Source: an optimization exercise on an open RTL-to-GDS flow (aim: small area and a short achievable clock period). Production flows keep margins and buffers that such runs may drop.
At most, simulation tests tie the RTL to the original design; equivalence was not proved.
Function not checked in run 2: the RTL went through the layout flow alone.
Power figures rest on the tool's default switching activity, not on a simulated workload.

==> flow/design.v, too long to show whole: its modules and the start of the top module <==
// module array_multiplier: 1320 lines
// module mult_fa: 10 lines
// module mult_xor: 7 lines
// module mult_xnor: 7 lines
// module mult_or: 7 lines
module array_multiplier (
	input  logic                     clk,
	input  logic                     reset,
	input  logic                     in_valid,
	input  mult_sizes_pkg::operand_t x,
	input  mult_sizes_pkg::operand_t y,
	output logic                     product_valid,
	output mult_sizes_pkg::product_t product
);
  // ...
==> flow/flow/run.sh <==
#!/bin/bash
# Layout flow: the standard ORFS flow (standard.sh, unchanged synthesis),
# with smaller port buffers and a clock tree built from clkbuf_8 without
# dummy loads. Each tool's output goes to a log file in this folder.
set -euo pipefail
export BUFFER_PORTS_ARGS="-buffer_cell sky130_fd_sc_hd__buf_1"
export CTS_ARGS="-sink_clustering_enable -repair_clock_nets -sink_clustering_size 15 -sink_clustering_max_diameter 80 -buf_list sky130_fd_sc_hd__clkbuf_8 -dont_use_dummy_load"
bash standard.sh finish > flow_make.log 2>&1
==> flow/standard.sh <==
#!/bin/bash
# synth_recipe.tcl (not shown) runs the flow's synth.tcl, then flattens the netlist and writes it again
# the make line also repeats each setting of config.mk as NAME=value (left out here)
make -C /OpenROAD-flow-scripts/flow DESIGN_CONFIG=/design/flow/config.mk WORK_HOME=/design/flow/orfs CLKGATE_MAP_FILE= SYNTH_SCRIPT=/design/flow/synth_recipe.tcl "${@:-finish}"
==> flow/config.mk <==
export PLATFORM = sky130hd
export DESIGN_NAME = array_multiplier
export DESIGN_NICKNAME = array_multiplier
export VERILOG_FILES = /design/flow/design.v
export SDC_FILE = /design/flow/constraint.sdc
export NUM_CORES = 4
export LEC_CHECK = 0
export CAP_MARGIN = 20
export CORE_MARGIN = 2
export CORE_UTILIZATION = 55
export PLACE_DENSITY = 0.7
export SETUP_SLACK_MARGIN = 3.72
export SLEW_MARGIN = 20
export SYNTH_HIERARCHICAL = 1
==> flow/constraint.sdc <==
create_clock -name core_clock -period 6.0 [get_ports {clk}]
set_input_delay 1.2000 -clock core_clock [delete_from_list [all_inputs] [get_ports {clk}]]
set_output_delay 1.2000 -clock core_clock [all_outputs]
set_load 0.01 [all_outputs]
==> results.txt, run 1 <==
outcome complete, no violations; max FFs per register 32; Worst setup startpoint r871; fraction of the mapped netlist area in simple logic gates 10.6%; root buffer selected by CTS clkbuf_8; multi-input combinational cell area 6210 µm²; Final Cycle Share 37.4%; remaining antenna violation count 0; count of buffers not belonging to the clock network in the layout 78; top-count cell post-synth nand2_1; final total power 0.00512 W; cell type with the largest total area after synthesis dfxtp_1; gate count after technology mapping just under 900; endpoints failing setup 0; fill cell count 1,566; Seq area share 38.5%; total die area 20,800 µm²; combinational cell power ~0.0022 W; number of buffers inserted by port buffering 67; pwr dens 440 nW/µm²; fin nets 1,184; clk_buf instances 18; power spent charging and discharging nets around 0.0018 W; multi-input logic cell count 605; # resized after CTS 52; RePlAce Congestion slightly above 0.9; Worst Hold Path EP r1030; standard cell core area 19,300 µm²; capturing point of the worst reg2reg path r969; sort of element at the start of the critical path register; cell area reported after detailed placement 11,200 µm²; FF+latch area 4480 µm²; fraction of area in multi-input gates approximately 53%
==> run 2: changes to the inputs <==
==> flow/design.v (replaced) <==
`default_nettype none
package mult_sizes_pkg;
	localparam int OPERAND_WIDTH = 16;
	localparam int PRODUCT_WIDTH = 2 * OPERAND_WIDTH;
	localparam int ROW_COUNT = OPERAND_WIDTH - 1;
	typedef logic [OPERAND_WIDTH-1:0] operand_t;
	typedef logic [PRODUCT_WIDTH-1:0] product_t;
endpackage
`default_nettype wire
`default_nettype none
package adder_cell_pkg;
	function automatic logic [1:0] half_add(
		input logic a,
		input logic b
	);
		logic s;
		logic c;
		s = a ^ b;
		c = a & b;
		half_add = {c, s};
	endfunction
	function automatic logic [1:0] full_add(
		input logic a,
		input logic b,
		input logic cin
	);
		logic s;
		logic c;
		s = a ^ b ^ cin;
		c = (a & b) | (cin & (a ^ b));  
		full_add = {c, s};
	endfunction
endpackage
`default_nettype wire
`default_nettype none
module array_multiplier (
	input  logic                     clk,
	input  logic                     reset,
	input  logic                     in_valid,
	input  mult_sizes_pkg::operand_t x,
	input  mult_sizes_pkg::operand_t y,
	output logic                     product_valid,
	output mult_sizes_pkg::product_t product
);
	logic r852;
	logic r853;
	logic r854;
	logic r855;
	logic r856;
	logic r857;
	logic r858;
	logic r859;
	logic r860;
	logic r861;
	logic r862;
	logic r863;
	logic r864;
	logic r865;
	logic r866;
	logic r867;
	logic r868;
	logic r869;
	logic r870;
	logic r871;
	logic r872;
	logic r873;
	logic r874;
	logic r875;
	logic r876;
	logic r877;
	logic r878;
	logic r879;
	logic r880;
	logic r881;
	logic r882;
	logic r883;
	logic r884;
	logic r885;
	logic r886;
	logic r887;
	logic r888;
	logic r889;
	logic r890;
	logic r891;
	logic r892;
	logic r893;
	logic r894;
	logic r895;
	logic r896;
	logic r897;
	logic r898;
	logic r899;
	logic r900;
	logic r901;
	logic r902;
	logic r903;
	logic r904;
	logic r905;
	logic r906;
	logic r907;
	logic r908;
	logic r909;
	logic r910;
	logic r911;
	logic r912;
	logic r913;
	logic r914;
	logic r915;
	logic r916;
	logic r917;
	logic r918;
	logic r919;
	logic r920;
	logic r921;
	logic r922;
	logic r923;
	logic r924;
	logic r925;
	logic r926;
	logic r927;
	logic r928;
	logic r929;
	logic r930;
	logic r931;
	logic r932;
	logic r933;
	logic r934;
	logic r935;
	logic r936;
	logic r937;
	logic r938;
	logic r939;
	logic r940;
	logic r941;
	logic r942;
	logic r943;
	logic r944;
	logic r945;
	logic r946;
	logic r947;
	logic r948;
	logic r949;
	logic r950;
	logic r951;
	logic r952;
	logic r953;
	logic r954;
	logic r955;
	logic r956;
	logic r957;
	logic r958;
	logic r959;
	logic r960;
	logic r961;
	logic r962;
	logic r963;
	logic r964;
	logic r965;
	logic r966;
	logic r967;
	logic r968;
	logic r969;
	logic r970;
	logic r971;
	logic r972;
	logic r973;
	logic r974;
	logic r975;
	logic r976;
	logic r977;
	logic r978;
	logic r979;
	logic r980;
	logic r981;
	logic r982;
	logic r983;
	logic r984;
	logic r985;
	logic r986;
	logic r987;
	logic r988;
	logic r989;
	logic r990;
	logic r991;
	logic r992;
	logic r993;
	logic r994;
	logic r995;
	logic r996;
	logic r997;
	logic r998;
	logic r999;
	logic r1000;
	logic r1001;
	logic r1002;
	logic r1003;
	logic r1004;
	logic r1005;
	logic r1006;
	logic r1007;
	logic r1008;
	logic r1009;
	logic r1010;
	logic r1011;
	logic r1012;
	logic r1013;
	logic r1014;
	logic r1015;
	logic r1016;
	logic r1017;
	logic r1018;
	logic r1019;
	logic r1020;
	logic r1021;
	logic r1022;
	logic r1023;
	logic r1024;
	logic r1025;
	logic r1026;
	logic r1027;
	logic r1028;
	logic r1029;
	logic r1030;
	logic r1031;
	logic r1033;
	logic r1034;
	logic r1036;
	logic r1037;
	logic r1039;
	logic r1040;
	logic r1042;
	logic r1043;
	logic r1045;
	logic r1047;
	logic r1049;
	logic r1051;
	logic r1053;
	logic r1055;
	logic r1057;
	wire pp1 = ~(r852 & r853);
	wire pp2 = ~(r854 & r853);
	wire pp3 = ~(r855 & r853);
	wire pp4 = ~(r856 & r853);
	wire pp5 = ~(r857 & r853);
	wire pp6 = ~(r858 & r853);
	wire pp7 = ~(r859 & r853);
	wire pp8 = ~(r860 & r853);
	wire pp9 = ~(r861 & r853);
	wire pp10 = ~(r862 & r853);
	wire pp11 = ~(r863 & r853);
	wire pp12 = ~(r864 & r853);
	wire pp13 = ~(x[12] & y[0]);
	wire pp14 = ~(x[13] & y[0]);
	wire pp15 = ~(r865 & r853);
	wire pp16 = ~(r866 & r853);
	wire pp17 = ~(r852 & r867);
	wire pp18 = ~(r854 & r867);
	wire pp19 = ~(r855 & r867);
	wire pp20 = ~(r856 & r867);
	wire pp21 = ~(r857 & r867);
	wire pp22 = ~(r858 & r867);
	wire pp23 = ~(r859 & r867);
	wire pp24 = ~(r860 & r867);
	wire pp25 = ~(r861 & r867);
	wire pp26 = ~(r862 & r867);
	wire pp27 = ~(r863 & r867);
	wire pp28 = ~(x[11] & y[1]);
	wire pp29 = ~(x[12] & y[1]);
	wire pp30 = ~(r868 & r867);
	wire pp31 = ~(r865 & r867);
	wire pp32 = ~(r866 & r867);
	wire pp33 = ~(r852 & r869);
	wire pp34 = ~(r854 & r869);
	wire pp35 = ~(r855 & r869);
	wire pp36 = ~(r856 & r869);
	wire pp37 = ~(r857 & r869);
	wire pp38 = ~(r858 & r869);
	wire pp39 = ~(r859 & r869);
	wire pp40 = ~(r860 & r869);
	wire pp41 = ~(r861 & r869);
	wire pp42 = ~(r862 & r869);
	wire pp43 = ~(x[10] & y[2]);
	wire pp44 = ~(x[11] & y[2]);
	wire pp45 = ~(r870 & r869);
	wire pp46 = ~(r868 & r869);
	wire pp47 = ~(r865 & r869);
	wire pp48 = ~(r866 & r869);
	wire pp49 = ~(r852 & r871);
	wire pp50 = ~(r854 & r871);
	wire pp51 = ~(r855 & r871);
	wire pp52 = ~(r856 & r871);
	wire pp53 = ~(r857 & r871);
	wire pp54 = ~(r858 & r871);
	wire pp55 = ~(r859 & r871);
	wire pp56 = ~(r860 & r871);
	wire pp57 = ~(r861 & r871);
	wire pp58 = ~(x[9] & y[3]);
	wire pp59 = ~(x[10] & y[3]);
	wire pp60 = ~(r864 & r871);
	wire pp61 = ~(r870 & r871);
	wire pp62 = ~(r868 & r871);
	wire pp63 = ~(r865 & r871);
	wire pp64 = ~(r866 & r871);
	wire pp65 = ~(r852 & r872);
	wire pp66 = ~(r854 & r872);
	wire pp67 = ~(r855 & r872);
	wire pp68 = ~(r856 & r872);
	wire pp69 = ~(r857 & r872);
	wire pp70 = ~(r858 & r872);
	wire pp71 = ~(r859 & r872);
	wire pp72 = ~(r860 & r872);
	wire pp73 = ~(x[8] & y[4]);
	wire pp74 = ~(x[9] & y[4]);
	wire pp75 = ~(r863 & r872);
	wire pp76 = ~(r864 & r872);
	wire pp77 = ~(r870 & r872);
	wire pp78 = ~(r868 & r872);
	wire pp79 = ~(r865 & r872);
	wire pp80 = ~(r866 & r872);
	wire pp81 = ~(r852 & r873);
	wire pp82 = ~(r854 & r873);
	wire pp83 = ~(r855 & r873);
	wire pp84 = ~(r856 & r873);
	wire pp85 = ~(r857 & r873);
	wire pp86 = ~(r858 & r873);
	wire pp87 = ~(r859 & r873);
	wire pp88 = ~(x[7] & y[5]);
	wire pp89 = ~(x[8] & y[5]);
	wire pp90 = ~(r862 & r873);
	wire pp91 = ~(r863 & r873);
	wire pp92 = ~(r864 & r873);
	wire pp93 = ~(r870 & r873);
	wire pp94 = ~(r868 & r873);
	wire pp95 = ~(r865 & r873);
	wire pp96 = ~(r866 & r873);
	wire pp97 = ~(r852 & r874);
	wire pp98 = ~(r854 & r874);
	wire pp99 = ~(r855 & r874);
	wire pp100 = ~(r856 & r874);
	wire pp101 = ~(r857 & r874);
	wire pp102 = ~(r858 & r874);
	wire pp103 = ~(x[6] & y[6]);
	wire pp104 = ~(x[7] & y[6]);
	wire pp105 = ~(r861 & r874);
	wire pp106 = ~(r862 & r874);
	wire pp107 = ~(r863 & r874);
	wire pp108 = ~(r864 & r874);
	wire pp109 = ~(r870 & r874);
	wire pp110 = ~(r868 & r874);
	wire pp111 = ~(r865 & r874);
	wire pp112 = ~(r866 & r874);
	wire pp113 = ~(r852 & r875);
	wire pp114 = ~(r854 & r875);
	wire pp115 = ~(r855 & r875);
	wire pp116 = ~(r856 & r875);
	wire pp117 = ~(r857 & r875);
	wire pp118 = ~(x[5] & y[7]);
	wire pp119 = ~(x[6] & y[7]);
	wire pp120 = ~(r860 & r875);
	wire pp121 = ~(r861 & r875);
	wire pp122 = ~(r862 & r875);
	wire pp123 = ~(r863 & r875);
	wire pp124 = ~(r864 & r875);
	wire pp125 = ~(r870 & r875);
	wire pp126 = ~(r868 & r875);
	wire pp127 = ~(r865 & r875);
	wire pp128 = ~(r866 & r875);
	wire pp129 = ~(r852 & r876);
	wire pp130 = ~(r854 & r876);
	wire pp131 = ~(r855 & r876);
	wire pp132 = ~(r856 & r876);
	wire pp133 = ~(x[4] & y[8]);
	wire pp134 = ~(x[5] & y[8]);
	wire pp135 = ~(r859 & r876);
	wire pp136 = ~(r860 & r876);
	wire pp137 = ~(r861 & r876);
	wire pp138 = ~(r862 & r876);
	wire pp139 = ~(r863 & r876);
	wire pp140 = ~(r864 & r876);
	wire pp141 = ~(r870 & r876);
	wire pp142 = ~(r868 & r876);
	wire pp143 = ~(r865 & r876);
	wire pp144 = ~(r866 & r876);
	wire pp145 = ~(r852 & r877);
	wire pp146 = ~(r854 & r877);
	wire pp147 = ~(r855 & r877);
	wire pp148 = ~(x[3] & y[9]);
	wire pp149 = ~(r857 & r877);
	wire pp150 = ~(r858 & r877);
	wire pp151 = ~(r859 & r877);
	wire pp152 = ~(r860 & r877);
	wire pp153 = ~(r861 & r877);
	wire pp154 = ~(r862 & r877);
	wire pp155 = ~(r863 & r877);
	wire pp156 = ~(r864 & r877);
	wire pp157 = ~(r870 & r877);
	wire pp158 = ~(r868 & r877);
	wire pp159 = ~(r865 & r877);
	wire pp160 = ~(r866 & r877);
	wire pp161 = ~(r852 & r878);
	wire pp162 = ~(r854 & r878);
	wire pp163 = ~(x[2] & y[10]);
	wire pp164 = ~(r856 & r878);
	wire pp165 = ~(r857 & r878);
	wire pp166 = ~(r858 & r878);
	wire pp167 = ~(r859 & r878);
	wire pp168 = ~(r860 & r878);
	wire pp169 = ~(r861 & r878);
	wire pp170 = ~(r862 & r878);
	wire pp171 = ~(r863 & r878);
	wire pp172 = ~(r864 & r878);
	wire pp173 = ~(r870 & r878);
	wire pp174 = ~(r868 & r878);
	wire pp175 = ~(r865 & r878);
	wire pp176 = ~(r866 & r878);
	wire pp177 = ~(r852 & r879);
	wire pp178 = ~(x[1] & y[11]);
	wire pp179 = ~(r855 & r879);
	wire pp180 = ~(r856 & r879);
	wire pp181 = ~(r857 & r879);
	wire pp182 = ~(r858 & r879);
	wire pp183 = ~(r859 & r879);
	wire pp184 = ~(r860 & r879);
	wire pp185 = ~(r861 & r879);
	wire pp186 = ~(r862 & r879);
	wire pp187 = ~(r863 & r879);
	wire pp188 = ~(r864 & r879);
	wire pp189 = ~(r870 & r879);
	wire pp190 = ~(r868 & r879);
	wire pp191 = ~(r865 & r879);
	wire pp192 = ~(r866 & r879);
	wire pp193 = ~(r852 & r880);
	wire pp194 = ~(r854 & r880);
	wire pp195 = ~(r855 & r880);
	wire pp196 = ~(r856 & r880);
	wire pp197 = ~(r857 & r880);
	wire pp198 = ~(r858 & r880);
	wire pp199 = ~(r859 & r880);
	wire pp200 = ~(r860 & r880);
	wire pp201 = ~(r861 & r880);
	wire pp202 = ~(r862 & r880);
	wire pp203 = ~(r863 & r880);
	wire pp204 = ~(r864 & r880);
	wire pp205 = ~(r870 & r880);
	wire pp206 = ~(r868 & r880);
	wire pp207 = ~(r865 & r880);
	wire pp208 = ~(r866 & r880);
	wire pp209 = ~(r852 & r881);
	wire pp210 = ~(r854 & r881);
	wire pp211 = ~(r855 & r881);
	wire pp212 = ~(r856 & r881);
	wire pp213 = ~(r857 & r881);
	wire pp214 = ~(r858 & r881);
	wire pp215 = ~(r859 & r881);
	wire pp216 = ~(r860 & r881);
	wire pp217 = ~(r861 & r881);
	wire pp218 = ~(r862 & r881);
	wire pp219 = ~(r863 & r881);
	wire pp220 = ~(r864 & r881);
	wire pp221 = ~(r870 & r881);
	wire pp222 = ~(r868 & r881);
	wire pp223 = ~(r865 & r881);
	wire pp224 = ~(r866 & r881);
	wire pp225 = ~(r852 & r882);
	wire pp226 = ~(r854 & r882);
	wire pp227 = ~(r855 & r882);
	wire pp228 = ~(r856 & r882);
	wire pp229 = ~(r857 & r882);
	wire pp230 = ~(r858 & r882);
	wire pp231 = ~(r859 & r882);
	wire pp232 = ~(r860 & r882);
	wire pp233 = ~(r861 & r882);
	wire pp234 = ~(r862 & r882);
	wire pp235 = ~(r863 & r882);
	wire pp236 = ~(r864 & r882);
	wire pp237 = ~(r870 & r882);
	wire pp238 = ~(r868 & r882);
	wire pp239 = ~(r865 & r882);
	wire pp240 = ~(r866 & r882);
	wire pp241 = ~(r852 & r883);
	wire pp242 = ~(r854 & r883);
	wire pp243 = ~(r855 & r883);
	wire pp244 = ~(r856 & r883);
	wire pp245 = ~(r857 & r883);
	wire pp246 = ~(r858 & r883);
	wire pp247 = ~(r859 & r883);
	wire pp248 = ~(r860 & r883);
	wire pp249 = ~(r861 & r883);
	wire pp250 = ~(r862 & r883);
	wire pp251 = ~(r863 & r883);
	wire pp252 = ~(r864 & r883);
	wire pp253 = ~(r870 & r883);
	wire pp254 = ~(r868 & r883);
	wire pp255 = ~(r865 & r883);
	wire pp256 = ~(r866 & r883);
	wire s257, c258;
	mult_xnor u_s257 (.a(pp3), .b(pp18), .y(s257));
	mult_or u_c258 (.a(pp3), .b(pp18), .y(c258));
	wire s259, c260;
	mult_fa u_s259 (.a(pp4), .b(pp19), .c(pp34), .s(s259), .co(c260));
	wire s261, c262;
	mult_xnor u_s261 (.a(pp49), .b(c258), .y(s261));
	mult_or u_c262 (.a(pp49), .b(c258), .y(c262));
	wire s263, c264;
	mult_fa u_s263 (.a(pp5), .b(pp20), .c(pp35), .s(s263), .co(c264));
	wire s265, c266;
	mult_fa u_s265 (.a(pp50), .b(pp65), .c(c260), .s(s265), .co(c266));
	wire s267, c268;
	mult_xnor u_s267 (.a(s263), .b(c262), .y(s267));
	mult_or u_c268 (.a(s263), .b(c262), .y(c268));
	wire s269, c270;
	mult_fa u_s269 (.a(pp6), .b(pp21), .c(pp36), .s(s269), .co(c270));
	wire s271, c272;
	mult_fa u_s271 (.a(pp51), .b(pp66), .c(pp81), .s(s271), .co(c272));
	wire s273, c274;
	mult_fa u_s273 (.a(c264), .b(s269), .c(s271), .s(s273), .co(c274));
	wire s275, c276;
	mult_xnor u_s275 (.a(c266), .b(c268), .y(s275));
	mult_or u_c276 (.a(c266), .b(c268), .y(c276));
	wire s277, c278;
	mult_fa u_s277 (.a(pp7), .b(pp22), .c(pp37), .s(s277), .co(c278));
	wire s279, c280;
	mult_fa u_s279 (.a(pp52), .b(pp67), .c(pp82), .s(s279), .co(c280));
	wire s281, c282;
	mult_fa u_s281 (.a(pp97), .b(c270), .c(c272), .s(s281), .co(c282));
	wire s283, c284;
	mult_fa u_s283 (.a(s277), .b(s279), .c(c274), .s(s283), .co(c284));
	wire s285, c286;
	mult_xnor u_s285 (.a(s281), .b(c276), .y(s285));
	mult_or u_c286 (.a(s281), .b(c276), .y(c286));
	wire s287, c288;
	mult_fa u_s287 (.a(pp8), .b(pp23), .c(pp38), .s(s287), .co(c288));
	wire s289, c290;
	mult_fa u_s289 (.a(pp53), .b(pp68), .c(pp83), .s(s289), .co(c290));
	wire s291, c292;
	mult_fa u_s291 (.a(pp98), .b(pp113), .c(c278), .s(s291), .co(c292));
	wire s293, c294;
	mult_fa u_s293 (.a(c280), .b(s287), .c(s289), .s(s293), .co(c294));
	wire s295, c296;
	mult_fa u_s295 (.a(c282), .b(s291), .c(s293), .s(s295), .co(c296));
	wire s297, c298;
	mult_xnor u_s297 (.a(r884), .b(r885), .y(s297));
	mult_or u_c298 (.a(r884), .b(r885), .y(c298));
	wire s299, c300;
	mult_fa u_s299 (.a(pp9), .b(pp24), .c(pp39), .s(s299), .co(c300));
	wire s301, c302;
	mult_fa u_s301 (.a(pp54), .b(pp69), .c(pp84), .s(s301), .co(c302));
	wire s303, c304;
	mult_fa u_s303 (.a(pp99), .b(pp114), .c(pp129), .s(s303), .co(c304));
	wire s305, c306;
	mult_fa u_s305 (.a(c288), .b(c290), .c(s299), .s(s305), .co(c306));
	wire s307, c308;
	mult_fa u_s307 (.a(s301), .b(s303), .c(c292), .s(s307), .co(c308));
	wire s309, c310;
	mult_fa u_s309 (.a(r886), .b(r887), .c(r888), .s(s309), .co(c310));
	wire s311, c312;
	mult_xnor u_s311 (.a(r889), .b(c298), .y(s311));
	mult_or u_c312 (.a(r889), .b(c298), .y(c312));
	wire s313, c314;
	mult_fa u_s313 (.a(pp10), .b(pp25), .c(pp40), .s(s313), .co(c314));
	wire s315, c316;
	mult_fa u_s315 (.a(pp55), .b(pp70), .c(pp85), .s(s315), .co(c316));
	wire s317, c318;
	mult_fa u_s317 (.a(pp100), .b(pp115), .c(pp130), .s(s317), .co(c318));
	wire s319, c320;
	mult_fa u_s319 (.a(pp145), .b(c300), .c(c302), .s(s319), .co(c320));
	wire s321, c322;
	mult_fa u_s321 (.a(c304), .b(s313), .c(s315), .s(s321), .co(c322));
	wire s323, c324;
	mult_fa u_s323 (.a(s317), .b(c306), .c(s319), .s(s323), .co(c324));
	wire s325, c326;
	mult_fa u_s325 (.a(r890), .b(r891), .c(r892), .s(s325), .co(c326));
	wire s327, c328;
	mult_xnor u_s327 (.a(c310), .b(c312), .y(s327));
	mult_or u_c328 (.a(c310), .b(c312), .y(c328));
	wire s329, c330;
	mult_fa u_s329 (.a(pp11), .b(pp26), .c(pp41), .s(s329), .co(c330));
	wire s331, c332;
	mult_fa u_s331 (.a(pp56), .b(pp71), .c(pp86), .s(s331), .co(c332));
	wire s333, c334;
	mult_fa u_s333 (.a(pp101), .b(pp116), .c(pp131), .s(s333), .co(c334));
	wire s335, c336;
	mult_fa u_s335 (.a(pp146), .b(pp161), .c(c314), .s(s335), .co(c336));
	wire s337, c338;
	mult_fa u_s337 (.a(c316), .b(c318), .c(s329), .s(s337), .co(c338));
	wire s339, c340;
	mult_fa u_s339 (.a(s331), .b(s333), .c(c320), .s(s339), .co(c340));
	wire s341, c342;
	mult_fa u_s341 (.a(c322), .b(s335), .c(s337), .s(s341), .co(c342));
	wire s343, c344;
	mult_fa u_s343 (.a(r893), .b(r894), .c(r895), .s(s343), .co(c344));
	wire s345, c346;
	mult_xnor u_s345 (.a(c326), .b(s343), .y(s345));
	mult_or u_c346 (.a(c326), .b(s343), .y(c346));
	wire s347, c348;
	mult_fa u_s347 (.a(pp12), .b(pp27), .c(pp42), .s(s347), .co(c348));
	wire s349, c350;
	mult_fa u_s349 (.a(pp57), .b(pp72), .c(pp87), .s(s349), .co(c350));
	wire s351, c352;
	mult_fa u_s351 (.a(pp102), .b(pp117), .c(pp132), .s(s351), .co(c352));
	wire s353, c354;
	mult_fa u_s353 (.a(pp147), .b(pp162), .c(pp177), .s(s353), .co(c354));
	wire s355, c356;
	mult_fa u_s355 (.a(c330), .b(c332), .c(c334), .s(s355), .co(c356));
	wire s357, c358;
	mult_fa u_s357 (.a(s347), .b(s349), .c(s351), .s(s357), .co(c358));
	wire s359, c360;
	mult_fa u_s359 (.a(s353), .b(c336), .c(c338), .s(s359), .co(c360));
	wire s361, c362;
	mult_fa u_s361 (.a(r896), .b(r897), .c(r898), .s(s361), .co(c362));
	wire s363, c364;
	mult_fa u_s363 (.a(r899), .b(r900), .c(s361), .s(s363), .co(c364));
	wire s365, c366;
	mult_xnor u_s365 (.a(c344), .b(s363), .y(s365));
	mult_or u_c366 (.a(c344), .b(s363), .y(c366));
	wire s367, c368;
	mult_fa u_s367 (.a(pp13), .b(pp28), .c(pp43), .s(s367), .co(c368));
	wire s369, c370;
	mult_fa u_s369 (.a(pp58), .b(pp73), .c(pp88), .s(s369), .co(c370));
	wire s371, c372;
	mult_fa u_s371 (.a(pp103), .b(pp118), .c(pp133), .s(s371), .co(c372));
	wire s373, c374;
	mult_fa u_s373 (.a(pp148), .b(pp163), .c(pp178), .s(s373), .co(c374));
	wire s375, c376;
	mult_fa u_s375 (.a(pp193), .b(c348), .c(c350), .s(s375), .co(c376));
	wire s377, c378;
	mult_fa u_s377 (.a(c352), .b(c354), .c(r901), .s(s377), .co(c378));
	wire s379, c380;
	mult_fa u_s379 (.a(r902), .b(r903), .c(r904), .s(s379), .co(c380));
	wire s381, c382;
	mult_fa u_s381 (.a(c356), .b(c358), .c(s375), .s(s381), .co(c382));
	wire s383, c384;
	mult_fa u_s383 (.a(r905), .b(r906), .c(r907), .s(s383), .co(c384));
	wire s385, c386;
	mult_fa u_s385 (.a(r908), .b(c362), .c(s383), .s(s385), .co(c386));
	wire s387, c388;
	mult_xnor u_s387 (.a(c364), .b(s385), .y(s387));
	mult_or u_c388 (.a(c364), .b(s385), .y(c388));
	wire s389, c390;
	mult_fa u_s389 (.a(pp14), .b(pp29), .c(pp44), .s(s389), .co(c390));
	wire s391, c392;
	mult_fa u_s391 (.a(pp59), .b(pp74), .c(pp89), .s(s391), .co(c392));
	wire s393, c394;
	mult_fa u_s393 (.a(pp104), .b(pp119), .c(pp134), .s(s393), .co(c394));
	wire s395, c396;
	mult_fa u_s395 (.a(pp149), .b(pp164), .c(pp179), .s(s395), .co(c396));
	wire s397, c398;
	mult_fa u_s397 (.a(pp194), .b(pp209), .c(r909), .s(s397), .co(c398));
	wire s399, c400;
	mult_fa u_s399 (.a(r910), .b(r911), .c(r912), .s(s399), .co(c400));
	wire s401, c402;
	mult_fa u_s401 (.a(r913), .b(r914), .c(r915), .s(s401), .co(c402));
	wire s403, c404;
	mult_fa u_s403 (.a(s395), .b(c376), .c(c378), .s(s403), .co(c404));
	wire s405, c406;
	mult_fa u_s405 (.a(c380), .b(s397), .c(s399), .s(s405), .co(c406));
	wire s407, c408;
	mult_fa u_s407 (.a(r916), .b(r917), .c(r918), .s(s407), .co(c408));
	wire s409, c410;
	mult_fa u_s409 (.a(r919), .b(c384), .c(s407), .s(s409), .co(c410));
	wire s411, c412;
	mult_xnor u_s411 (.a(c386), .b(s409), .y(s411));
	mult_or u_c412 (.a(c386), .b(s409), .y(c412));
	wire s413, c414;
	mult_fa u_s413 (.a(pp15), .b(pp30), .c(pp45), .s(s413), .co(c414));
	wire s415, c416;
	mult_fa u_s415 (.a(pp60), .b(pp75), .c(pp90), .s(s415), .co(c416));
	wire s417, c418;
	mult_fa u_s417 (.a(pp105), .b(pp120), .c(pp135), .s(s417), .co(c418));
	wire s419, c420;
	mult_fa u_s419 (.a(pp150), .b(pp165), .c(pp180), .s(s419), .co(c420));
	wire s421, c422;
	mult_fa u_s421 (.a(pp195), .b(pp210), .c(pp225), .s(s421), .co(c422));
	wire s423, c424;
	mult_fa u_s423 (.a(r920), .b(r921), .c(r922), .s(s423), .co(c424));
	wire s425, c426;
	mult_fa u_s425 (.a(c396), .b(s413), .c(s415), .s(s425), .co(c426));
	wire s427, c428;
	mult_fa u_s427 (.a(s417), .b(s419), .c(s421), .s(s427), .co(c428));
	wire s429, c430;
	mult_fa u_s429 (.a(c398), .b(c400), .c(c402), .s(s429), .co(c430));
	wire s431, c432;
	mult_fa u_s431 (.a(s423), .b(s425), .c(s427), .s(s431), .co(c432));
	wire s433, c434;
	mult_fa u_s433 (.a(r923), .b(r924), .c(r925), .s(s433), .co(c434));
	wire s435, c436;
	mult_fa u_s435 (.a(r926), .b(c408), .c(s433), .s(s435), .co(c436));
	wire s437, c438;
	mult_xnor u_s437 (.a(c410), .b(s435), .y(s437));
	mult_or u_c438 (.a(c410), .b(s435), .y(c438));
	wire s439, c440;
	mult_fa u_s439 (.a(pp16), .b(pp31), .c(pp46), .s(s439), .co(c440));
	wire s441, c442;
	mult_fa u_s441 (.a(pp61), .b(pp76), .c(pp91), .s(s441), .co(c442));
	wire s443, c444;
	mult_fa u_s443 (.a(pp106), .b(pp121), .c(pp136), .s(s443), .co(c444));
	wire s445, c446;
	mult_fa u_s445 (.a(pp151), .b(pp166), .c(pp181), .s(s445), .co(c446));
	wire s447, c448;
	mult_fa u_s447 (.a(pp196), .b(pp211), .c(pp226), .s(s447), .co(c448));
	wire s449, c450;
	mult_fa u_s449 (.a(pp241), .b(c414), .c(c416), .s(s449), .co(c450));
	wire s451, c452;
	mult_fa u_s451 (.a(c418), .b(c420), .c(c422), .s(s451), .co(c452));
	wire s453, c454;
	mult_fa u_s453 (.a(s439), .b(s441), .c(s443), .s(s453), .co(c454));
	wire s455, c456;
	mult_fa u_s455 (.a(s445), .b(s447), .c(c424), .s(s455), .co(c456));
	wire s457, c458;
	mult_fa u_s457 (.a(c426), .b(c428), .c(s449), .s(s457), .co(c458));
	wire s459, c460;
	mult_fa u_s459 (.a(s451), .b(s453), .c(c430), .s(s459), .co(c460));
	wire s461, c462;
	mult_fa u_s461 (.a(r927), .b(r928), .c(r929), .s(s461), .co(c462));
	wire s463, c464;
	mult_fa u_s463 (.a(c434), .b(r930), .c(s461), .s(s463), .co(c464));
	wire s465, c466;
	mult_xnor u_s465 (.a(c436), .b(s463), .y(s465));
	mult_or u_c466 (.a(c436), .b(s463), .y(c466));
	wire s467, c468;
	mult_fa u_s467 (.a(pp32), .b(pp47), .c(pp62), .s(s467), .co(c468));
	wire s469, c470;
	mult_fa u_s469 (.a(pp77), .b(pp92), .c(pp107), .s(s469), .co(c470));
	wire s471, c472;
	mult_fa u_s471 (.a(pp122), .b(pp137), .c(pp152), .s(s471), .co(c472));
	wire s473, c474;
	mult_fa u_s473 (.a(pp167), .b(pp182), .c(pp197), .s(s473), .co(c474));
	wire s475, c476;
	mult_fa u_s475 (.a(pp212), .b(pp227), .c(pp242), .s(s475), .co(c476));
	wire s477, c478;
	mult_fa u_s477 (.a(c440), .b(c442), .c(c444), .s(s477), .co(c478));
	wire s479, c480;
	mult_fa u_s479 (.a(c446), .b(c448), .c(s467), .s(s479), .co(c480));
	wire s481, c482;
	mult_fa u_s481 (.a(s469), .b(s471), .c(s473), .s(s481), .co(c482));
	wire s483, c484;
	mult_fa u_s483 (.a(s475), .b(c450), .c(c452), .s(s483), .co(c484));
	wire s485, c486;
	mult_fa u_s485 (.a(c454), .b(s477), .c(s479), .s(s485), .co(c486));
	wire s487, c488;
	mult_fa u_s487 (.a(r931), .b(r932), .c(r933), .s(s487), .co(c488));
	wire s489, c490;
	mult_fa u_s489 (.a(r934), .b(r935), .c(r936), .s(s489), .co(c490));
	wire s491, c492;
	mult_fa u_s491 (.a(c462), .b(s487), .c(s489), .s(s491), .co(c492));
	wire s493, c494;
	mult_xnor u_s493 (.a(c464), .b(c466), .y(s493));
	mult_or u_c494 (.a(c464), .b(c466), .y(c494));
	wire s495, c496;
	mult_fa u_s495 (.a(pp48), .b(pp63), .c(pp78), .s(s495), .co(c496));
	wire s497, c498;
	mult_fa u_s497 (.a(pp93), .b(pp108), .c(pp123), .s(s497), .co(c498));
	wire s499, c500;
	mult_fa u_s499 (.a(pp138), .b(pp153), .c(pp168), .s(s499), .co(c500));
	wire s501, c502;
	mult_fa u_s501 (.a(pp183), .b(pp198), .c(pp213), .s(s501), .co(c502));
	wire s503, c504;
	mult_fa u_s503 (.a(pp228), .b(pp243), .c(c468), .s(s503), .co(c504));
	wire s505, c506;
	mult_fa u_s505 (.a(c470), .b(c472), .c(c474), .s(s505), .co(c506));
	wire s507, c508;
	mult_fa u_s507 (.a(c476), .b(s495), .c(s497), .s(s507), .co(c508));
	wire s509, c510;
	mult_fa u_s509 (.a(s499), .b(s501), .c(c478), .s(s509), .co(c510));
	wire s511, c512;
	mult_fa u_s511 (.a(c480), .b(c482), .c(s503), .s(s511), .co(c512));
	wire s513, c514;
	mult_fa u_s513 (.a(r937), .b(r938), .c(r939), .s(s513), .co(c514));
	wire s515, c516;
	mult_fa u_s515 (.a(r940), .b(r941), .c(r942), .s(s515), .co(c516));
	wire s517, c518;
	mult_fa u_s517 (.a(c488), .b(s513), .c(s515), .s(s517), .co(c518));
	wire s519, c520;
	mult_fa u_s519 (.a(c490), .b(s517), .c(c492), .s(s519), .co(c520));
	wire s521, c522;
	mult_fa u_s521 (.a(pp64), .b(pp79), .c(pp94), .s(s521), .co(c522));
	wire s523, c524;
	mult_fa u_s523 (.a(pp109), .b(pp124), .c(pp139), .s(s523), .co(c524));
	wire s525, c526;
	mult_fa u_s525 (.a(pp154), .b(pp169), .c(pp184), .s(s525), .co(c526));
	wire s527, c528;
	mult_fa u_s527 (.a(pp199), .b(pp214), .c(pp229), .s(s527), .co(c528));
	wire s529, c530;
	mult_fa u_s529 (.a(pp244), .b(c496), .c(c498), .s(s529), .co(c530));
	wire s531, c532;
	mult_fa u_s531 (.a(c500), .b(c502), .c(s521), .s(s531), .co(c532));
	wire s533, c534;
	mult_fa u_s533 (.a(s523), .b(s525), .c(s527), .s(s533), .co(c534));
	wire s535, c536;
	mult_fa u_s535 (.a(c504), .b(c506), .c(c508), .s(s535), .co(c536));
	wire s537, c538;
	mult_fa u_s537 (.a(s529), .b(s531), .c(s533), .s(s537), .co(c538));
	wire s539, c540;
	mult_fa u_s539 (.a(r943), .b(r944), .c(r945), .s(s539), .co(c540));
	wire s541, c542;
	mult_fa u_s541 (.a(r946), .b(c514), .c(c516), .s(s541), .co(c542));
	wire s543, c544;
	mult_fa u_s543 (.a(s539), .b(c518), .c(s541), .s(s543), .co(c544));
	wire s545, c546;
	mult_fa u_s545 (.a(pp80), .b(pp95), .c(pp110), .s(s545), .co(c546));
	wire s547, c548;
	mult_fa u_s547 (.a(pp125), .b(pp140), .c(pp155), .s(s547), .co(c548));
	wire s549, c550;
	mult_fa u_s549 (.a(pp170), .b(pp185), .c(pp200), .s(s549), .co(c550));
	wire s551, c552;
	mult_fa u_s551 (.a(pp215), .b(pp230), .c(pp245), .s(s551), .co(c552));
	wire s553, c554;
	mult_fa u_s553 (.a(c522), .b(c524), .c(c526), .s(s553), .co(c554));
	wire s555, c556;
	mult_fa u_s555 (.a(c528), .b(s545), .c(s547), .s(s555), .co(c556));
	wire s557, c558;
	mult_fa u_s557 (.a(s549), .b(s551), .c(c530), .s(s557), .co(c558));
	wire s559, c560;
	mult_fa u_s559 (.a(c532), .b(c534), .c(s553), .s(s559), .co(c560));
	wire s561, c562;
	mult_fa u_s561 (.a(r947), .b(r948), .c(r949), .s(s561), .co(c562));
	wire s563, c564;
	mult_fa u_s563 (.a(r950), .b(r951), .c(c540), .s(s563), .co(c564));
	wire s565, c566;
	mult_fa u_s565 (.a(s561), .b(c542), .c(s563), .s(s565), .co(c566));
	wire s567, c568;
	mult_fa u_s567 (.a(pp96), .b(pp111), .c(pp126), .s(s567), .co(c568));
	wire s569, c570;
	mult_fa u_s569 (.a(pp141), .b(pp156), .c(pp171), .s(s569), .co(c570));
	wire s571, c572;
	mult_fa u_s571 (.a(pp186), .b(pp201), .c(pp216), .s(s571), .co(c572));
	wire s573, c574;
	mult_fa u_s573 (.a(pp231), .b(pp246), .c(c546), .s(s573), .co(c574));
	wire s575, c576;
	mult_fa u_s575 (.a(c548), .b(c550), .c(c552), .s(s575), .co(c576));
	wire s577, c578;
	mult_fa u_s577 (.a(s567), .b(s569), .c(s571), .s(s577), .co(c578));
	wire s579, c580;
	mult_fa u_s579 (.a(c554), .b(c556), .c(s573), .s(s579), .co(c580));
	wire s581, c582;
	mult_fa u_s581 (.a(r952), .b(r953), .c(r954), .s(s581), .co(c582));
	wire s583, c584;
	mult_fa u_s583 (.a(r955), .b(r956), .c(c562), .s(s583), .co(c584));
	wire s585, c586;
	mult_fa u_s585 (.a(s581), .b(c564), .c(s583), .s(s585), .co(c586));
	wire s587, c588;
	mult_fa u_s587 (.a(pp112), .b(pp127), .c(pp142), .s(s587), .co(c588));
	wire s589, c590;
	mult_fa u_s589 (.a(pp157), .b(pp172), .c(pp187), .s(s589), .co(c590));
	wire s591, c592;
	mult_fa u_s591 (.a(pp202), .b(pp217), .c(pp232), .s(s591), .co(c592));
	wire s593, c594;
	mult_fa u_s593 (.a(pp247), .b(c568), .c(c570), .s(s593), .co(c594));
	wire s595, c596;
	mult_fa u_s595 (.a(c572), .b(s587), .c(s589), .s(s595), .co(c596));
	wire s597, c598;
	mult_fa u_s597 (.a(s591), .b(c574), .c(c576), .s(s597), .co(c598));
	wire s599, c600;
	mult_fa u_s599 (.a(c578), .b(s593), .c(s595), .s(s599), .co(c600));
	wire s601, c602;
	mult_fa u_s601 (.a(r957), .b(r958), .c(r959), .s(s601), .co(c602));
	wire s603, c604;
	mult_fa u_s603 (.a(c582), .b(s601), .c(c584), .s(s603), .co(c604));
	wire s605, c606;
	mult_fa u_s605 (.a(pp128), .b(pp143), .c(pp158), .s(s605), .co(c606));
	wire s607, c608;
	mult_fa u_s607 (.a(pp173), .b(pp188), .c(pp203), .s(s607), .co(c608));
	wire s609, c610;
	mult_fa u_s609 (.a(pp218), .b(pp233), .c(pp248), .s(s609), .co(c610));
	wire s611, c612;
	mult_fa u_s611 (.a(c588), .b(c590), .c(c592), .s(s611), .co(c612));
	wire s613, c614;
	mult_fa u_s613 (.a(s605), .b(s607), .c(s609), .s(s613), .co(c614));
	wire s615, c616;
	mult_fa u_s615 (.a(c594), .b(c596), .c(s611), .s(s615), .co(c616));
	wire s617, c618;
	mult_fa u_s617 (.a(r960), .b(r961), .c(r962), .s(s617), .co(c618));
	wire s619, c620;
	mult_fa u_s619 (.a(r963), .b(c602), .c(s617), .s(s619), .co(c620));
	wire s621, c622;
	mult_fa u_s621 (.a(pp144), .b(pp159), .c(pp174), .s(s621), .co(c622));
	wire s623, c624;
	mult_fa u_s623 (.a(pp189), .b(pp204), .c(pp219), .s(s623), .co(c624));
	wire s625, c626;
	mult_fa u_s625 (.a(pp234), .b(pp249), .c(c606), .s(s625), .co(c626));
	wire s627, c628;
	mult_fa u_s627 (.a(c608), .b(c610), .c(s621), .s(s627), .co(c628));
	wire s629, c630;
	mult_fa u_s629 (.a(s623), .b(c612), .c(c614), .s(s629), .co(c630));
	wire s631, c632;
	mult_fa u_s631 (.a(r964), .b(r965), .c(r966), .s(s631), .co(c632));
	wire s633, c634;
	mult_fa u_s633 (.a(r967), .b(c618), .c(s631), .s(s633), .co(c634));
	wire s635, c636;
	mult_fa u_s635 (.a(pp160), .b(pp175), .c(pp190), .s(s635), .co(c636));
	wire s637, c638;
	mult_fa u_s637 (.a(pp205), .b(pp220), .c(pp235), .s(s637), .co(c638));
	wire s639, c640;
	mult_fa u_s639 (.a(pp250), .b(c622), .c(c624), .s(s639), .co(c640));
	wire s641, c642;
	mult_fa u_s641 (.a(s635), .b(s637), .c(c626), .s(s641), .co(c642));
	wire s643, c644;
	mult_fa u_s643 (.a(r968), .b(r969), .c(r970), .s(s643), .co(c644));
	wire s645, c646;
	mult_fa u_s645 (.a(r971), .b(c632), .c(s643), .s(s645), .co(c646));
	wire s647, c648;
	mult_fa u_s647 (.a(pp176), .b(pp191), .c(pp206), .s(s647), .co(c648));
	wire s649, c650;
	mult_fa u_s649 (.a(pp221), .b(pp236), .c(pp251), .s(s649), .co(c650));
	wire s651, c652;
	mult_fa u_s651 (.a(c636), .b(c638), .c(s647), .s(s651), .co(c652));
	wire s653, c654;
	mult_fa u_s653 (.a(s649), .b(c640), .c(s651), .s(s653), .co(c654));
	wire s655, c656;
	mult_fa u_s655 (.a(r972), .b(r973), .c(c644), .s(s655), .co(c656));
	wire s657, c658;
	mult_fa u_s657 (.a(pp192), .b(pp207), .c(pp222), .s(s657), .co(c658));
	wire s659, c660;
	mult_fa u_s659 (.a(pp237), .b(pp252), .c(c648), .s(s659), .co(c660));
	wire s661, c662;
	mult_fa u_s661 (.a(c650), .b(s657), .c(c652), .s(s661), .co(c662));
	wire s663, c664;
	mult_fa u_s663 (.a(r974), .b(r975), .c(r976), .s(s663), .co(c664));
	wire s665, c666;
	mult_fa u_s665 (.a(pp208), .b(pp223), .c(pp238), .s(s665), .co(c666));
	wire s667, c668;
	mult_fa u_s667 (.a(pp253), .b(c658), .c(s665), .s(s667), .co(c668));
	wire s669, c670;
	mult_fa u_s669 (.a(r977), .b(r978), .c(r979), .s(s669), .co(c670));
	wire s671, c672;
	mult_fa u_s671 (.a(pp224), .b(pp239), .c(pp254), .s(s671), .co(c672));
	wire s673, c674;
	mult_fa u_s673 (.a(c666), .b(s671), .c(c668), .s(s673), .co(c674));
	wire s675, c676;
	mult_fa u_s675 (.a(pp240), .b(pp255), .c(c672), .s(s675), .co(c676));
	wire t677 = ~pp1;
	wire g678 = pp2 & pp17;
	wire p679 = pp2 ^ pp17;
	wire g680 = pp33 & s257;
	wire p681 = pp33 ^ s257;
	wire g682 = s259 & s261;
	wire p683 = s259 ^ s261;
	wire g684 = s267 & s265;
	wire p685 = s267 ^ s265;
	wire g686 = s273 & s275;
	wire p687 = s273 ^ s275;
	wire g688 = r980 & r981;
	wire p689 = r980 ^ r981;
	wire g690 = r982 & s297;
	wire p691 = r982 ^ s297;
	wire g692 = s309 & s311;
	wire p693 = s309 ^ s311;
	wire g694 = s325 & s327;
	wire p695 = s325 ^ s327;
	wire g696 = c328 & s345;
	wire p697 = c328 ^ s345;
	wire g698 = c346 & s365;
	wire p699 = c346 ^ s365;
	wire g700 = c366 & s387;
	wire p701 = c366 ^ s387;
	wire g702 = c388 & s411;
	wire p703 = c388 ^ s411;
	wire g704 = c412 & s437;
	wire p705 = c412 ^ s437;
	wire g706 = c438 & s465;
	wire p707 = c438 ^ s465;
	wire g708 = r983 & r984;
	wire p709 = r983 ^ r984;
	wire g710 = r985 & r986;
	wire p711 = r985 ^ r986;
	wire g712 = s543 & c520;
	wire p713 = s543 ^ c520;
	wire g714 = c544 & s565;
	wire p715 = c544 ^ s565;
	wire g716 = c566 & s585;
	wire p717 = c566 ^ s585;
	wire g718 = c586 & s603;
	wire p719 = c586 ^ s603;
	wire g720 = s619 & c604;
	wire p721 = s619 ^ c604;
	wire g722 = c620 & s633;
	wire p723 = c620 ^ s633;
	wire g724 = c634 & s645;
	wire p725 = c634 ^ s645;
	wire g726 = c646 & s655;
	wire p727 = c646 ^ s655;
	wire g728 = s663 & c656;
	wire p729 = s663 ^ c656;
	wire g730 = c664 & s669;
	wire p731 = c664 ^ s669;
	wire g732 = r987 & c670;
	wire p733 = r987 ^ c670;
	wire g734 = r988 & r989;
	wire p735 = r988 ^ r989;
	wire g736 = pp256 & c676;
	wire p737 = pp256 ^ c676;
	wire q738 = pp1 | t677;
	wire q739 = g678 | (p679 & q738);
	wire q740 = g680 | (p681 & q739);
	wire q741 = g682 | (p683 & q740);
	wire q742 = g684 | (p685 & q741);
	wire q743 = r990 | (r991 & r992);
	wire q744 = g688 | (p689 & q743);
	wire q745 = g690 | (p691 & q744);
	wire q746 = g692 | (p693 & q745);
	wire q747 = g694 | (p695 & q746);
	wire q748 = g696 | (p697 & q747);
	wire q749 = g698 | (p699 & q748);
	wire q750 = r993 | (r994 & r995);
	wire q751 = r996 | (r997 & q750);
	wire q752 = r998 | (r999 & q751);
	wire q753 = r1000 | (r1001 & q752);
	wire a754 = r1001 & r999;
	wire q755 = g710 | (p711 & g708);
	wire a756 = p711 & p709;
	wire q757 = r1002 | (r1003 & r1004);
	wire a758 = r1003 & r1005;
	wire q759 = r1006 | (r1007 & r1008);
	wire a760 = r1007 & r1009;
	wire q761 = g722 | (p723 & g720);
	wire a762 = r1010 & r1011;
	wire q763 = g726 | (p727 & g724);
	wire a764 = r1012 & r1013;
	wire q765 = g730 | (p731 & g728);
	wire a766 = r1014 & r1015;
	wire q767 = g734 | (p735 & g732);
	wire a768 = r1016 & r1017;
	wire q769 = g708 | (p709 & q753);
	wire a770 = p709 & a754;
	wire q771 = q755 | (a756 & q753);
	wire a772 = a756 & a754;
	wire q773 = r1008 | (r1009 & q757);
	wire a774 = r1009 & a758;
	wire q775 = q759 | (a760 & q757);
	wire a776 = a760 & a758;
	wire q777 = r1018 | (r1013 & r1019);
	wire a778 = r1013 & a762;
	wire q779 = r1020 | (a764 & r1019);
	wire a780 = a764 & a762;
	wire q781 = g732 | (p733 & q765);
	wire a782 = r1017 & a766;
	wire q783 = r1021 | (a768 & r1022);
	wire a784 = a768 & a766;
	wire q785 = r1004 | (r1005 & q771);
	wire a786 = r1005 & a772;
	wire q787 = q757 | (a758 & q771);
	wire a788 = a758 & a772;
	wire q789 = q773 | (a774 & q771);
	wire a790 = a774 & a772;
	wire q791 = q775 | (a776 & q771);
	wire a792 = a776 & a772;
	wire q793 = r1023 | (r1015 & q779);
	wire a794 = r1015 & a780;
	wire q795 = r1022 | (a766 & q779);
	wire a796 = a766 & a780;
	wire q797 = r1024 | (a782 & q779);
	wire a798 = a782 & a780;
	wire q799 = q783 | (a784 & q779);
	wire a800 = a784 & a780;
	wire q801 = r1025 | (r1011 & q791);
	wire a802 = r1011 & a792;
	wire q803 = r1019 | (a762 & q791);
	wire a804 = a762 & a792;
	wire q805 = q777 | (a778 & q791);
	wire a806 = a778 & a792;
	wire q807 = q779 | (a780 & q791);
	wire a808 = a780 & a792;
	wire q809 = q793 | (a794 & q791);
	wire a810 = a794 & a792;
	wire q811 = q795 | (a796 & q791);
	wire a812 = a796 & a792;
	wire q813 = q797 | (a798 & q791);
	wire a814 = a798 & a792;
	wire q815 = q799 | (a800 & q791);
	wire a816 = a800 & a792;
	wire q817 = r1027 | (r1029 & q815);
	wire a818 = r1029 & a816;
	wire t819 = ~t677;
	wire t820 = ~t819;
	wire x821;
	mult_xnor u_x821 (.a(p679), .b(q738), .y(x821));
	wire x822;
	mult_xnor u_x822 (.a(p681), .b(q739), .y(x822));
	wire x823;
	mult_xnor u_x823 (.a(p683), .b(q740), .y(x823));
	wire x824;
	mult_xnor u_x824 (.a(p685), .b(q741), .y(x824));
	wire x825;
	mult_xnor u_x825 (.a(r991), .b(r992), .y(x825));
	wire x826;
	mult_xnor u_x826 (.a(p689), .b(q743), .y(x826));
	wire x827;
	mult_xnor u_x827 (.a(p691), .b(q744), .y(x827));
	wire x828;
	mult_xnor u_x828 (.a(p693), .b(q745), .y(x828));
	wire x829;
	mult_xnor u_x829 (.a(p695), .b(q746), .y(x829));
	wire x830;
	mult_xnor u_x830 (.a(p697), .b(q747), .y(x830));
	wire x831;
	mult_xnor u_x831 (.a(p699), .b(q748), .y(x831));
	wire x832;
	mult_xnor u_x832 (.a(r994), .b(r995), .y(x832));
	wire x833;
	mult_xnor u_x833 (.a(r997), .b(q750), .y(x833));
	wire x834;
	mult_xnor u_x834 (.a(r999), .b(q751), .y(x834));
	wire x835;
	mult_xnor u_x835 (.a(r1001), .b(q752), .y(x835));
	wire x836;
	mult_xnor u_x836 (.a(p709), .b(q753), .y(x836));
	wire x837;
	mult_xnor u_x837 (.a(p711), .b(q769), .y(x837));
	wire x838;
	mult_xnor u_x838 (.a(r1005), .b(q771), .y(x838));
	wire x839;
	mult_xnor u_x839 (.a(r1003), .b(q785), .y(x839));
	wire x840;
	mult_xnor u_x840 (.a(r1009), .b(q787), .y(x840));
	wire x841;
	mult_xnor u_x841 (.a(r1007), .b(q789), .y(x841));
	wire x842;
	mult_xnor u_x842 (.a(r1011), .b(q791), .y(x842));
	wire x843;
	mult_xnor u_x843 (.a(r1010), .b(q801), .y(x843));
	wire x844;
	mult_xnor u_x844 (.a(r1013), .b(q803), .y(x844));
	wire x845;
	mult_xnor u_x845 (.a(r1012), .b(q805), .y(x845));
	wire x846;
	mult_xnor u_x846 (.a(r1015), .b(q807), .y(x846));
	wire x847;
	mult_xnor u_x847 (.a(r1014), .b(q809), .y(x847));
	wire x848;
	mult_xnor u_x848 (.a(r1017), .b(q811), .y(x848));
	wire x849;
	mult_xnor u_x849 (.a(r1016), .b(q813), .y(x849));
	wire x850;
	mult_xnor u_x850 (.a(r1029), .b(q815), .y(x850));
	wire t851 = ~q817;
	always_ff @(posedge clk) begin
		r852 <= x[0];
		r853 <= y[0];
		r854 <= x[1];
		r855 <= x[2];
		r856 <= x[3];
		r857 <= x[4];
		r858 <= x[5];
		r859 <= x[6];
		r860 <= x[7];
		r861 <= x[8];
		r862 <= x[9];
		r863 <= x[10];
		r864 <= x[11];
		r865 <= x[14];
		r866 <= x[15];
		r867 <= y[1];
		r868 <= x[13];
		r869 <= y[2];
		r870 <= x[12];
		r871 <= y[3];
		r872 <= y[4];
		r873 <= y[5];
		r874 <= y[6];
		r875 <= y[7];
		r876 <= y[8];
		r877 <= y[9];
		r878 <= y[10];
		r879 <= y[11];
		r880 <= y[12];
		r881 <= y[13];
		r882 <= y[14];
		r883 <= y[15];
		r884 <= c284;
		r885 <= c286;
		r886 <= c294;
		r887 <= s305;
		r888 <= s307;
		r889 <= c296;
		r890 <= s321;
		r891 <= c308;
		r892 <= s323;
		r893 <= c324;
		r894 <= s339;
		r895 <= s341;
		r896 <= s355;
		r897 <= s357;
		r898 <= c340;
		r899 <= c342;
		r900 <= s359;
		r901 <= s367;
		r902 <= s369;
		r903 <= s371;
		r904 <= s373;
		r905 <= s377;
		r906 <= s379;
		r907 <= c360;
		r908 <= s381;
		r909 <= c368;
		r910 <= c370;
		r911 <= c372;
		r912 <= c374;
		r913 <= s389;
		r914 <= s391;
		r915 <= s393;
		r916 <= s401;
		r917 <= c382;
		r918 <= s403;
		r919 <= s405;
		r920 <= c390;
		r921 <= c392;
		r922 <= c394;
		r923 <= c404;
		r924 <= c406;
		r925 <= s429;
		r926 <= s431;
		r927 <= s455;
		r928 <= c432;
		r929 <= s457;
		r930 <= s459;
		r931 <= s481;
		r932 <= c456;
		r933 <= c458;
		r934 <= s483;
		r935 <= s485;
		r936 <= c460;
		r937 <= s505;
		r938 <= s507;
		r939 <= c484;
		r940 <= s509;
		r941 <= c486;
		r942 <= s511;
		r943 <= c510;
		r944 <= c512;
		r945 <= s535;
		r946 <= s537;
		r947 <= s555;
		r948 <= c536;
		r949 <= s557;
		r950 <= c538;
		r951 <= s559;
		r952 <= s575;
		r953 <= s577;
		r954 <= c558;
		r955 <= c560;
		r956 <= s579;
		r957 <= c580;
		r958 <= s597;
		r959 <= s599;
		r960 <= s613;
		r961 <= c598;
		r962 <= c600;
		r963 <= s615;
		r964 <= s625;
		r965 <= s627;
		r966 <= c616;
		r967 <= s629;
		r968 <= c628;
		r969 <= s639;
		r970 <= c630;
		r971 <= s641;
		r972 <= c642;
		r973 <= s653;
		r974 <= s659;
		r975 <= c654;
		r976 <= s661;
		r977 <= c660;
		r978 <= s667;
		r979 <= c662;
		r980 <= s285;
		r981 <= s283;
		r982 <= s295;
		r983 <= s491;
		r984 <= s493;
		r985 <= c494;
		r986 <= s519;
		r987 <= s673;
		r988 <= s675;
		r989 <= c674;
		r990 <= g686;
		r991 <= p687;
		r992 <= q742;
		r993 <= g700;
		r994 <= p701;
		r995 <= q749;
		r996 <= g702;
		r997 <= p703;
		r998 <= g704;
		r999 <= p705;
		r1000 <= g706;
		r1001 <= p707;
		r1002 <= g714;
		r1003 <= p715;
		r1004 <= g712;
		r1005 <= p713;
		r1006 <= g718;
		r1007 <= p719;
		r1008 <= g716;
		r1009 <= p717;
		r1010 <= p723;
		r1011 <= p721;
		r1012 <= p727;
		r1013 <= p725;
		r1014 <= p731;
		r1015 <= p729;
		r1016 <= p735;
		r1017 <= p733;
		r1018 <= g724;
		r1019 <= q761;
		r1020 <= q763;
		r1021 <= q767;
		r1022 <= q765;
		r1023 <= g728;
		r1024 <= q781;
		r1025 <= g720;
		r1026 <= g736;
		r1027 <= r1026;
		r1028 <= p737;
		r1029 <= r1028;
		r1030 <= t820;
		r1031 <= r1030;
		product[0] <= r1031;
		r1033 <= x821;
		r1034 <= r1033;
		product[1] <= r1034;
		r1036 <= x822;
		r1037 <= r1036;
		product[2] <= r1037;
		r1039 <= x823;
		r1040 <= r1039;
		product[3] <= r1040;
		r1042 <= x824;
		r1043 <= r1042;
		product[4] <= r1043;
		r1045 <= x825;
		product[5] <= r1045;
		r1047 <= x826;
		product[6] <= r1047;
		r1049 <= x827;
		product[7] <= r1049;
		r1051 <= x828;
		product[8] <= r1051;
		r1053 <= x829;
		product[9] <= r1053;
		r1055 <= x830;
		product[10] <= r1055;
		r1057 <= x831;
		product[11] <= r1057;
		product[12] <= x832;
		product[13] <= x833;
		product[14] <= x834;
		product[15] <= x835;
		product[16] <= x836;
		product[17] <= x837;
		product[18] <= x838;
		product[19] <= x839;
		product[20] <= x840;
		product[21] <= x841;
		product[22] <= x842;
		product[23] <= x843;
		product[24] <= x844;
		product[25] <= x845;
		product[26] <= x846;
		product[27] <= x847;
		product[28] <= x848;
		product[29] <= x849;
		product[30] <= x850;
		product[31] <= t851;
	end
	logic v1;
	logic v2;
	logic v3;
	always_ff @(posedge clk) begin
		if (reset) begin
			v1 <= 1'b0;
			v2 <= 1'b0;
			v3 <= 1'b0;
			product_valid <= 1'b0;
		end else begin
			v1 <= in_valid;
			v2 <= v1;
			v3 <= v2;
			product_valid <= v3;
		end
	end
endmodule
module mult_fa (
	input  logic a,
	input  logic b,
	input  logic c,
	output logic s,
	output logic co
);
	assign s  = a ^ b ^ c;
	assign co = (a & b) | (c & (a ^ b));
endmodule
module mult_xor (
	input  logic a,
	input  logic b,
	output logic y
);
	assign y = a ^ b;
endmodule
module mult_xnor (
	input  logic a,
	input  logic b,
	output logic y
);
	assign y = ~(a ^ b);
endmodule
module mult_or (
	input  logic a,
	input  logic b,
	output logic y
);
	assign y = a | b;
endmodule
`default_nettype wire
==> flow/flow/run.sh (replaced) <==
#!/bin/bash
# Layout flow: the standard ORFS flow (standard.sh, unchanged synthesis),
# with smaller port buffers and a clock tree built from clkbuf_8 without
# dummy loads. Each tool's output goes to a log file in this folder.
set -euo pipefail
export BUFFER_PORTS_ARGS="-buffer_cell sky130_fd_sc_hd__buf_1"
export CTS_ARGS="-sink_clustering_enable -repair_clock_nets -sink_clustering_size 12 -sink_clustering_max_diameter 60 -buf_list sky130_fd_sc_hd__clkbuf_8 -dont_use_dummy_load"
bash standard.sh finish > flow_make.log 2>&1
--- a/flow/config.mk
+++ b/flow/config.mk
@@ -4,11 +4,11 @@
 export VERILOG_FILES = /design/flow/design.v
 export SDC_FILE = /design/flow/constraint.sdc
 export NUM_CORES = 4
 export LEC_CHECK = 0
 export CAP_MARGIN = 20
 export CORE_MARGIN = 2
 export CORE_UTILIZATION = 55
 export PLACE_DENSITY = 0.7
-export SETUP_SLACK_MARGIN = 3.72
+export SETUP_SLACK_MARGIN = 3.78
 export SLEW_MARGIN = 20
 export SYNTH_HIERARCHICAL = 1
==> results.txt, run 2 <==
clock period minus worst slack 2.25 ns; vias per std cell roughly 5.3; outcome complete, no violations; remaining antenna violation count 0 (unchanged); maximum clock frequency 443 MHz; fin nets 1,211 (+2.3%); ratio of cells with drive above 1 in the final layout 12.3%; cell mode on critical path fa_1; standby leakage power 4.60 nW; number of cells on the worst reg-to-reg path 4; count of routing violations after the opening detailed-route iteration around 460; number of clock sinks ~230; Ports 68; capturing point of the worst reg2reg path r930; count of flip-flops with a built-in enable after synthesis 0; path category of the worst min-delay check reg -> reg; Async S/R FF share, synth 0%; maximum cell stage delay along the critical path 0.62 ns; area added between synthesis and finish 10.3%; clock buffers created by TritonCTS 23; Worst VDD drop 224 µV; die width 145 µm; most common cell after layout, fill and taps aside nand2_1; commonest cells after routing, fill and taps aside nand2_1, dfxtp_1, fa_1, xnor2_1, buf_1; vertical die dimension 145 µm; Relative slew margins 50.7%; Reg clk slew, reported paths 0.07 ns; standard cell core area 19,500 µm² (+0.99%); endpoints failing setup 0 (unchanged); slew at the pin with the worst max-slew slack 0.733 ns; largest register by flop count product; RePlAce Congestion 0.873 (-3.6%); Wirelength per Cell 17.3 µm; Max Cap Viol 0; synth warn 7; root buffer selected by CTS clkbuf_8; gr ovfl total 0; CP Capture Type register; clock skew 0.0409 ns; Placement Rows 51; Area contributors post-synth dfxtp_1, fa_1, nand2_1; unrepaired setup endpoints after global routing yes; worst hold path cell count 0; register-to-register setup slack approximately 3.7 ns; pwr dens 444 nW/µm² (+0.95%); critical path data required time 6.41 ns; syn avg cell area between 10 and 15 µm²; sequential element share of the synthesized area 42.1%; sort of element at the start of the critical path register; standard cell with the maximum stage delay on the critical path fa_2; Worst setup startpoint r853; CTS tree built; most frequent cells after synthesis nand2_1, dfxtp_1, fa_1; number of buffers inserted by port buffering 67 (unchanged); Worst Path Max Fanout 6; path type of the worst setup path reg -> reg; synthesized cell area 11,000 µm²; Worst Hold Path EP r1037; ys flop type dfxtp_1; post-detailed-placement half-perimeter wirelength approximately 15,000 µm; Final Hold Violating Endpoints 0; max-slew violation total from the final report 0; hold buffers post-CTS 0; antenna violations before repair 0; Total Wirelength 21,000 µm; gate count after technology mapping 877 (-1.0%); wire length of the first global-routing pass roughly 34,000 µm; via count of the first global-routing pass about 6,600; WHS ~0.32 ns; maximum number of pins on one net before global-route repair 17; number of diodes 0; list of cells traversed by the critical path nand2_1 > fa_1 > fa_2 > fa_1; top-count cell post-synth nand2_1; arrival time worst endpoint 2.67 ns; total die area 21,100 µm² (+1.6%); net count after synthesis 1,137; initial standard-cell utilization of the core between 50% and 60%; Final Cycle Share 37.6% (+0.16 points); RR Startpoint r853; DRC violation count after routing 0; total of flip-flops plus latches after synthesis 231; clock latency of the later-clocked register in the worst-skew pair 0.54 ns; maximum level of the CTS H-tree 1; portion of synthesized cell area occupied by the leading cell type 42.1%; fill cell count 1,544 (-1.4%); Min-Delay Startpoint r1036; maximum buffer depth of the clock tree 3; max FFs per register 32 (unchanged); setup_tns 0 ns; length of the first detailed-routing pass in iterations 6; distinct cell type count after synthesis 30; cell type with the largest total area after synthesis dfxtp_1; Overall Global Routing Usage 20.3%; via count 6,473
## run 2: changes by cell type after synthesis, sizes merged
cell / before / now
clkbuf: 60 / 38
dfxtp: 218 / 231
## run 2: what timing repair did
action,CTS,global route
pin swaps,5,3
endpoints found under the hold margin,0,0
resized for setup,74,21
endpoints found under the setup margin,79,40
setup buffers,4,16
## run 2: how the worst max path moves through the flow
stage / end / slack, ns / depth (start not counted)
floorplan: r926 / 3.78 / 5
global placement: r930 / 3.46 / 4
detailed placement: r930 / 3.44 / 4
CTS: r995 / 3.75 / 6
global route: product[30] / 3.71 / 6
finish: r930 / 3.75 / 4
## run 2: cell type report
cell class | instances | area (µm²) | share of cell area (%)
clock buffer | 23 | 317 | 2.62
tap | 265 | 332 | 2.74
sequential | 231 | 4750 | 39.2
multi-input combinational | 605 | 6210 | 51.3
inverter | 3 | 11.3 | 0.0930
timing repair buffer | 87 | 489 | 4.04
## run 2: per-module statistics from Yosys (local to each module, per instance)
module            copies in the design  cell area (µm²)  cells inside  flip-flops and latches
mult_or                             15             6.26             1                       0
mult_fa                            195             20.0             1                       0
array_multiplier                     1             6580           622                     231
mult_xnor                           45             8.76             1                       0
## run 2: metrics by stage
stage | setup WS [ns] | std cells | utilization [%] | cell area, µm² | total power [W]
finish | 3.75 | 1214 | 62.0 | 12100 | 0.00538
global route | 3.71 | 1214 | 62.0 | 12100 | 0.00588
global placement | 3.46 | 1171 | 58.5 | 11400 | 0.00449
detailed placement | 3.44 | 1171 | 58.5 | 11400 | 0.00457
floorplan | 3.78 | 877 | - | 11000 | 0.00397
CTS | 3.75 | 1198 | 61.0 | 11900 | 0.00542
## run 2: metal layers
| metal | up-vias | global-route usage, % | wire length, µm |
|---|---|---|---|
| li1 | 2851 | - | - |
| met1 | 3208 | 28.4 | 8810 |
| met2 | 346 | 30.7 | 9080 |
| met3 | 68 | 6.67 | 2410 |
| met4 | 0 | 6.08 | 663 |
| met5 | - | 0 | 0 |
## run 2: cells by family after synthesis
group / Yosys count / synth area share (%)
other cells: 1 / 0.0342
simple gates: 286 / 10.5
compound gates: 48 / 3.40
xor+xnor: 45 / 3.59
flops: 231 / 42.1
fa+ha+maj: 225 / 39.0
buf+inv: 41 / 1.40
## run 2: worst max-delay path: cells and delay by family, from the launching register on
family / cells / cell delay [ns]
adders and majority gates: 3 / 1.58
DFF: 1 / 0.42
and+or+nand+nor: 1 / 0.12
## run 2: power breakdown
part	switching, W	internal [W]	leakage [nW]
Combinational	0.00104	0.00113	2.48
Clock	0.000469	0.000341	0.165
Sequential	0.000299	0.00209	1.95
Total	0.00181	0.00356	4.60

## separate check: timing with driven ports
How much do the figures lean on ideal ports? The routed layouts below were timed once more, with nothing changed but the port constraints. Step 1 assumes that a clkbuf_16 drives the clock port and a buf_2 every other input. Step 2 also shifts input and output timing later by t, the mid clock arrival at the registers, as if the neighbouring blocks saw the same clock. Three values: no drivers, after step 1, after step 2; two values: the first two.
| run | shift t [ns] | setup slack, ns | hold slack, ns |
|---|---|---|---|
| run 1 | 0.544 | 3.755 / 3.755 / 3.755 | 0.303 / 0.303 / 0.303 |
| run 2 | 0.565 | 3.745 / 3.745 / 3.745 | 0.316 / 0.316 / 0.316 |
After both steps setup and hold are still met in every run listed.
